This design comes from an exercise in tuning for small area, a short achievable clock period and few clock cycles on the open sky130 flow, not from production work. The RTL was checked by simulation tests, not by an equivalence proof against the original design. No activity file was given, so power comes from the tool's default toggle rates.

==> run a <==
Design bitmap_first_fit_extent_allocator_unit, start of the top module:
module bitmap_first_fit_extent_allocator_unit (
  input  wire logic                          clk_i,
  input  wire logic                          rst_ni,
  input  wire logic                          cfg_we_i,
  input  wire logic [bffa_pkg::CfgIdxW-1:0]  cfg_idx_i,
  input  wire logic [bffa_pkg::CfgDataW-1:0] cfg_data_i,
  input  wire logic                          req_valid_i,
  output      logic                          req_ready_o,
  input  wire logic                          req_command_i,
  input  wire logic [bffa_pkg::StartW-1:0]   req_start_block_i,
  input  wire logic [bffa_pkg::LenW-1:0]     req_run_length_i,
  output      logic                          rsp_valid_o,
  input  wire logic                          rsp_ready_i,
  output      logic [bffa_pkg::StatusW-1:0]  rsp_status_o,
  output      logic [bffa_pkg::StartW-1:0]   rsp_granted_start_o
);
export LEC_CHECK = 0
export CAP_MARGIN = 20
export CORE_MARGIN = 2
export CORE_UTILIZATION = 40
export PLACE_DENSITY = 0.6
export SETUP_SLACK_MARGIN = 0.1
export SLEW_MARGIN = 20
create_clock -name core_clock -period 12.0 [get_ports {clk_i}]
run.sh (not shown) runs the stock make flow with config.mk's settings and CLKGATE_MAP_FILE= SYNTH_SCRIPT=/design/flow/synth_recipe.tcl, a recipe that flattens the netlist after the stock synthesis.
==> run b: changes against run a <==
--- a/flow/design.v
+++ b/flow/design.v
@@ -162,31 +162,33 @@
   logic                      out_valid_q;
   bffa_pkg::status_e         out_status_q;
   logic [StartW-1:0]         out_start_q;
   logic                      resp_load;
   logic             ram_we;
   logic [AddrW-1:0] ram_waddr;
   logic [NW-1:0]    ram_wdata;
   logic [NW-1:0]    ram_rdata;
+  logic [AddrW-1:0] ram_raddr;
+  logic             resp_direct;    
   logic [NW-1:0]      scan_used;
   bffa_pkg::fit_res_t fit_res;
   logic [BlkW-1:0] total_ext, fdb_ext, limit, lim_m1, start_ext, len_ext, free_end;
   logic [BlkW-1:0] hit_end, hit_start;
   logic [SelW-1:0] mk_a, mk_b;
   logic [NW-1:0]   mark_mask;
   bffa_ram #(
     .Width (NW),
     .Depth (MapWords)
   ) u_map (
     .clk_i   (clk_i),
     .we_i    (ram_we),
     .waddr_i (ram_waddr),
     .wdata_i (ram_wdata),
-    .raddr_i (ptr_q[AddrW-1:0]),
+    .raddr_i (ram_raddr),
     .rdata_o (ram_rdata)
   );
   assign scan_used = ram_rdata
                    | ((cur_q == ws_q) ? lo_mask_q : '0)
                    | ((cur_q == we_q) ? hi_mask_q : '0);
   bffa_fit u_fit (
     .used_i  (scan_used),
     .carry_i (carry_q),
@@ -202,16 +204,23 @@
   assign free_end  = start_ext + len_ext;
   assign hit_end   = {cur_q, fit_res.pos};
   assign hit_start = hit_end + BlkW'(1) - BlkW'(len_q);
   assign mk_a      = (cur_q == lo_q[BlkW-1:SelW]) ? lo_q[SelW-1:0] : '0;
   assign mk_b      = (cur_q == hi_q[BlkW-1:SelW]) ? hi_q[SelW-1:0] : '1;
   assign mark_mask = (Ones << mk_a) & (Ones >> (SelW'(NW - 1) - mk_b));
   assign req_ready_o = (state_q == S_IDLE);
   always_comb begin
+    ram_raddr = ptr_q[AddrW-1:0];
+    if (state_q == S_IDLE) begin
+      ram_raddr = (req_command_i == bffa_pkg::CMD_ALLOC) ? fdb_ext[SelW+AddrW-1:SelW]
+                                                       : start_ext[SelW+AddrW-1:SelW];
+    end
+  end
+  always_comb begin
     state_d   = state_q;
     ptr_d     = ptr_q;
     cur_d     = cur_q;
     pend_d    = pend_q;
     ws_d      = ws_q;
     we_d      = we_q;
     lo_mask_d = lo_mask_q;
     hi_mask_d = hi_mask_q;
@@ -221,16 +230,17 @@
     hi_d      = hi_q;
     set_d     = set_q;
     status_d  = status_q;
     granted_d = granted_q;
     ram_we    = 1'b0;
     ram_waddr = cur_q[AddrW-1:0];
     ram_wdata = '0;
     resp_load = 1'b0;
+    resp_direct = 1'b0;
     case (state_q)
       S_CLEAR: begin
         ram_we    = 1'b1;
         ram_waddr = ptr_q[AddrW-1:0];
         ptr_d     = ptr_q + WordW'(1);
         if (ptr_q == WordW'(MapWords - 1)) begin
           ptr_d   = '0;
           state_d = S_IDLE;
@@ -248,30 +258,34 @@
           end else if (req_command_i == bffa_pkg::CMD_ALLOC) begin
             set_d = 1'b1;
             if (fdb_ext >= limit) begin
               status_d = bffa_pkg::ST_NO_SPACE;
               state_d  = S_RESP;
             end else begin
               ws_d      = fdb_ext[BlkW-1:SelW];
               we_d      = lim_m1[BlkW-1:SelW];
-              ptr_d     = fdb_ext[BlkW-1:SelW];
+              cur_d     = fdb_ext[BlkW-1:SelW];
+              pend_d    = 1'b1;
+              ptr_d     = fdb_ext[BlkW-1:SelW] + WordW'(1);
               lo_mask_d = ~(Ones << fdb_ext[SelW-1:0]);
               hi_mask_d = ~(Ones >> (SelW'(NW - 1) - lim_m1[SelW-1:0]));
               state_d   = S_SCAN;
             end
           end else begin
             set_d = 1'b0;
             if (free_end > BlkW'(MapBits)) begin
               status_d = bffa_pkg::ST_RANGE;
               state_d  = S_RESP;
             end else begin
               lo_d     = start_ext;
               hi_d     = free_end - BlkW'(1);
-              ptr_d    = start_ext[BlkW-1:SelW];
+              cur_d    = start_ext[BlkW-1:SelW];
+              pend_d   = 1'b1;
+              ptr_d    = start_ext[BlkW-1:SelW] + WordW'(1);
               status_d = bffa_pkg::ST_OK;
               state_d  = S_MARK;
             end
           end
         end
       end
       S_SCAN: begin
         if (ptr_q <= we_q) begin
@@ -290,16 +304,20 @@
             ptr_d     = hit_start[BlkW-1:SelW];
             pend_d    = 1'b0;
             state_d   = S_MARK;
           end else begin
             carry_d = fit_res.carry;
             if (cur_q == we_q) begin
               status_d = bffa_pkg::ST_NO_SPACE;
               state_d  = S_RESP;
+              if (!out_valid_q || rsp_ready_i) begin
+                resp_direct = 1'b1;
+                state_d     = S_IDLE;
+              end
             end
           end
         end
       end
       S_MARK: begin
         if (ptr_q <= hi_q[BlkW-1:SelW]) begin
           pend_d = 1'b1;
           cur_d  = ptr_q;
@@ -308,29 +326,37 @@
           pend_d = 1'b0;
         end
         if (pend_q) begin
           ram_we    = 1'b1;
           ram_waddr = cur_q[AddrW-1:0];
           ram_wdata = set_q ? (ram_rdata | mark_mask) : (ram_rdata & ~mark_mask);
           if (cur_q == hi_q[BlkW-1:SelW]) begin
             state_d = S_RESP;
+            if (!out_valid_q || rsp_ready_i) begin
+              resp_direct = 1'b1;
+              state_d     = S_IDLE;
+            end
           end
         end
       end
       S_RESP: begin
         if (!out_valid_q || rsp_ready_i) begin
           resp_load = 1'b1;
           state_d   = S_IDLE;
         end
       end
       default: begin
         state_d = S_IDLE;
       end
     endcase
+    if (state_q == S_IDLE && state_d == S_RESP && (!out_valid_q || rsp_ready_i)) begin
+      resp_direct = 1'b1;
+      state_d     = S_IDLE;
+    end
   end
   always_ff @(posedge clk_i or negedge rst_ni) begin
     if (!rst_ni) begin
       state_q <= S_CLEAR;
       ptr_q   <= '0;
       pend_q  <= 1'b0;
     end else begin
       state_q <= state_d;
@@ -367,24 +393,27 @@
         default: begin
         end
       endcase
     end
   end
   always_ff @(posedge clk_i or negedge rst_ni) begin
     if (!rst_ni) begin
       out_valid_q <= 1'b0;
-    end else if (resp_load) begin
+    end else if (resp_load || resp_direct) begin
       out_valid_q <= 1'b1;
     end else if (rsp_ready_i) begin
       out_valid_q <= 1'b0;
     end
   end
   always_ff @(posedge clk_i) begin
-    if (resp_load) begin
+    if (resp_direct) begin
+      out_status_q <= status_d;
+      out_start_q  <= granted_d;
+    end else if (resp_load) begin
       out_status_q <= status_q;
       out_start_q  <= granted_q;
     end
   end
   assign rsp_valid_o         = out_valid_q;
   assign rsp_status_o        = out_status_q;
   assign rsp_granted_start_o = out_start_q;
 endmodule
==> notes.md <==
In run a the total power is lower than in run b, by 16%. Against run b, the utilization of run a is higher by 0.12 points. Against run a, the via count of run b is larger by about 5%. Between run b and run a, the lower first-iteration DRC count is in run b (gap about 1.4%, measured against run a). Between run a and run b, the lower setup slack is in run b (gap 240 ps). Between run a and run b, the lower synthesized cell count is in run a (gap about 8%, measured against run b). Of run b and run a, run b has the higher final cell count (gap 5.7%, measured against run a). In sequential cell count, run a and run b do not differ.
==> figures <==
item	run b	run a
Outcome	no timing/DRC/antenna violations	no timing/DRC/antenna violations
Total chip power	55.0 mW	46.2 mW
Sequential share of the synthesized area	61.1%	61.8%
Mux share of post-synthesis cell area	12.6%	14.8%
Number of tap cells added at floorplan	7208	7020
Global-route wire length before repair	1170 mm	1160 mm
Met1 demand-to-capacity share in global routing	41.3%	41.2%
Placer's final routability congestion estimate	1.08	1.09
Post-Syn Instances	14800	13700
Clock insertion delay at the later pin of the skew report	1070 ps	1080 ps
Depth of the worst register-to-register path	45	43
Metal-1 WL	342 mm	332 mm
Met2 Use GR	47.9%	48.9%
Multi-input logic portion of the cell area	33.1%	32.7%
Setup WS post-layout	278 ps	520 ps
Overall global routing resource usage	30.8%	31.3%
Post-synthesis share of cell area spent on full adders, half adders and majority gates	5.73%	5.79%
Number of nets in the synthesized netlist	15900	14700
Testbench counts of run a, summed over its fixed seeds: cycles 68,570.
Testbench counts of run b, summed over its fixed seeds: cycles 58,970.

==> separate check: timing with driven ports <==
Ports are ideal in the flow. The routed layouts listed here were re-timed in OpenROAD. Step 1 (the two cells are an assumption about what drives the block):
set clk [get_ports {clk_i}]
set_driving_cell -lib_cell sky130_fd_sc_hd__clkbuf_16 $clk
set_driving_cell -lib_cell sky130_fd_sc_hd__buf_2 [delete_from_list [all_inputs] $clk]
Step 2 moves the port delays by t, midway between the first and last clock arrival at a register: inputs arrive t later, outputs are due t later. That takes back most of the time a late clock gives input paths. Three values: ideal, step 1, step 2; two values: the first two.
| run | t, ns | setup slack, ns | latest minus earliest clock arrival (ns) | pins driven straight from the clock port |
|---|---|---|---|---|
| run a | 1.127 | 0.520 / 0.520 / 0.520 | 0.101 / 0.101 | 1 |
| run b | 1.118 | 0.278 / 0.278 / 0.278 | 0.119 / 0.119 | 1 |
After both steps every run listed still meets setup and hold.
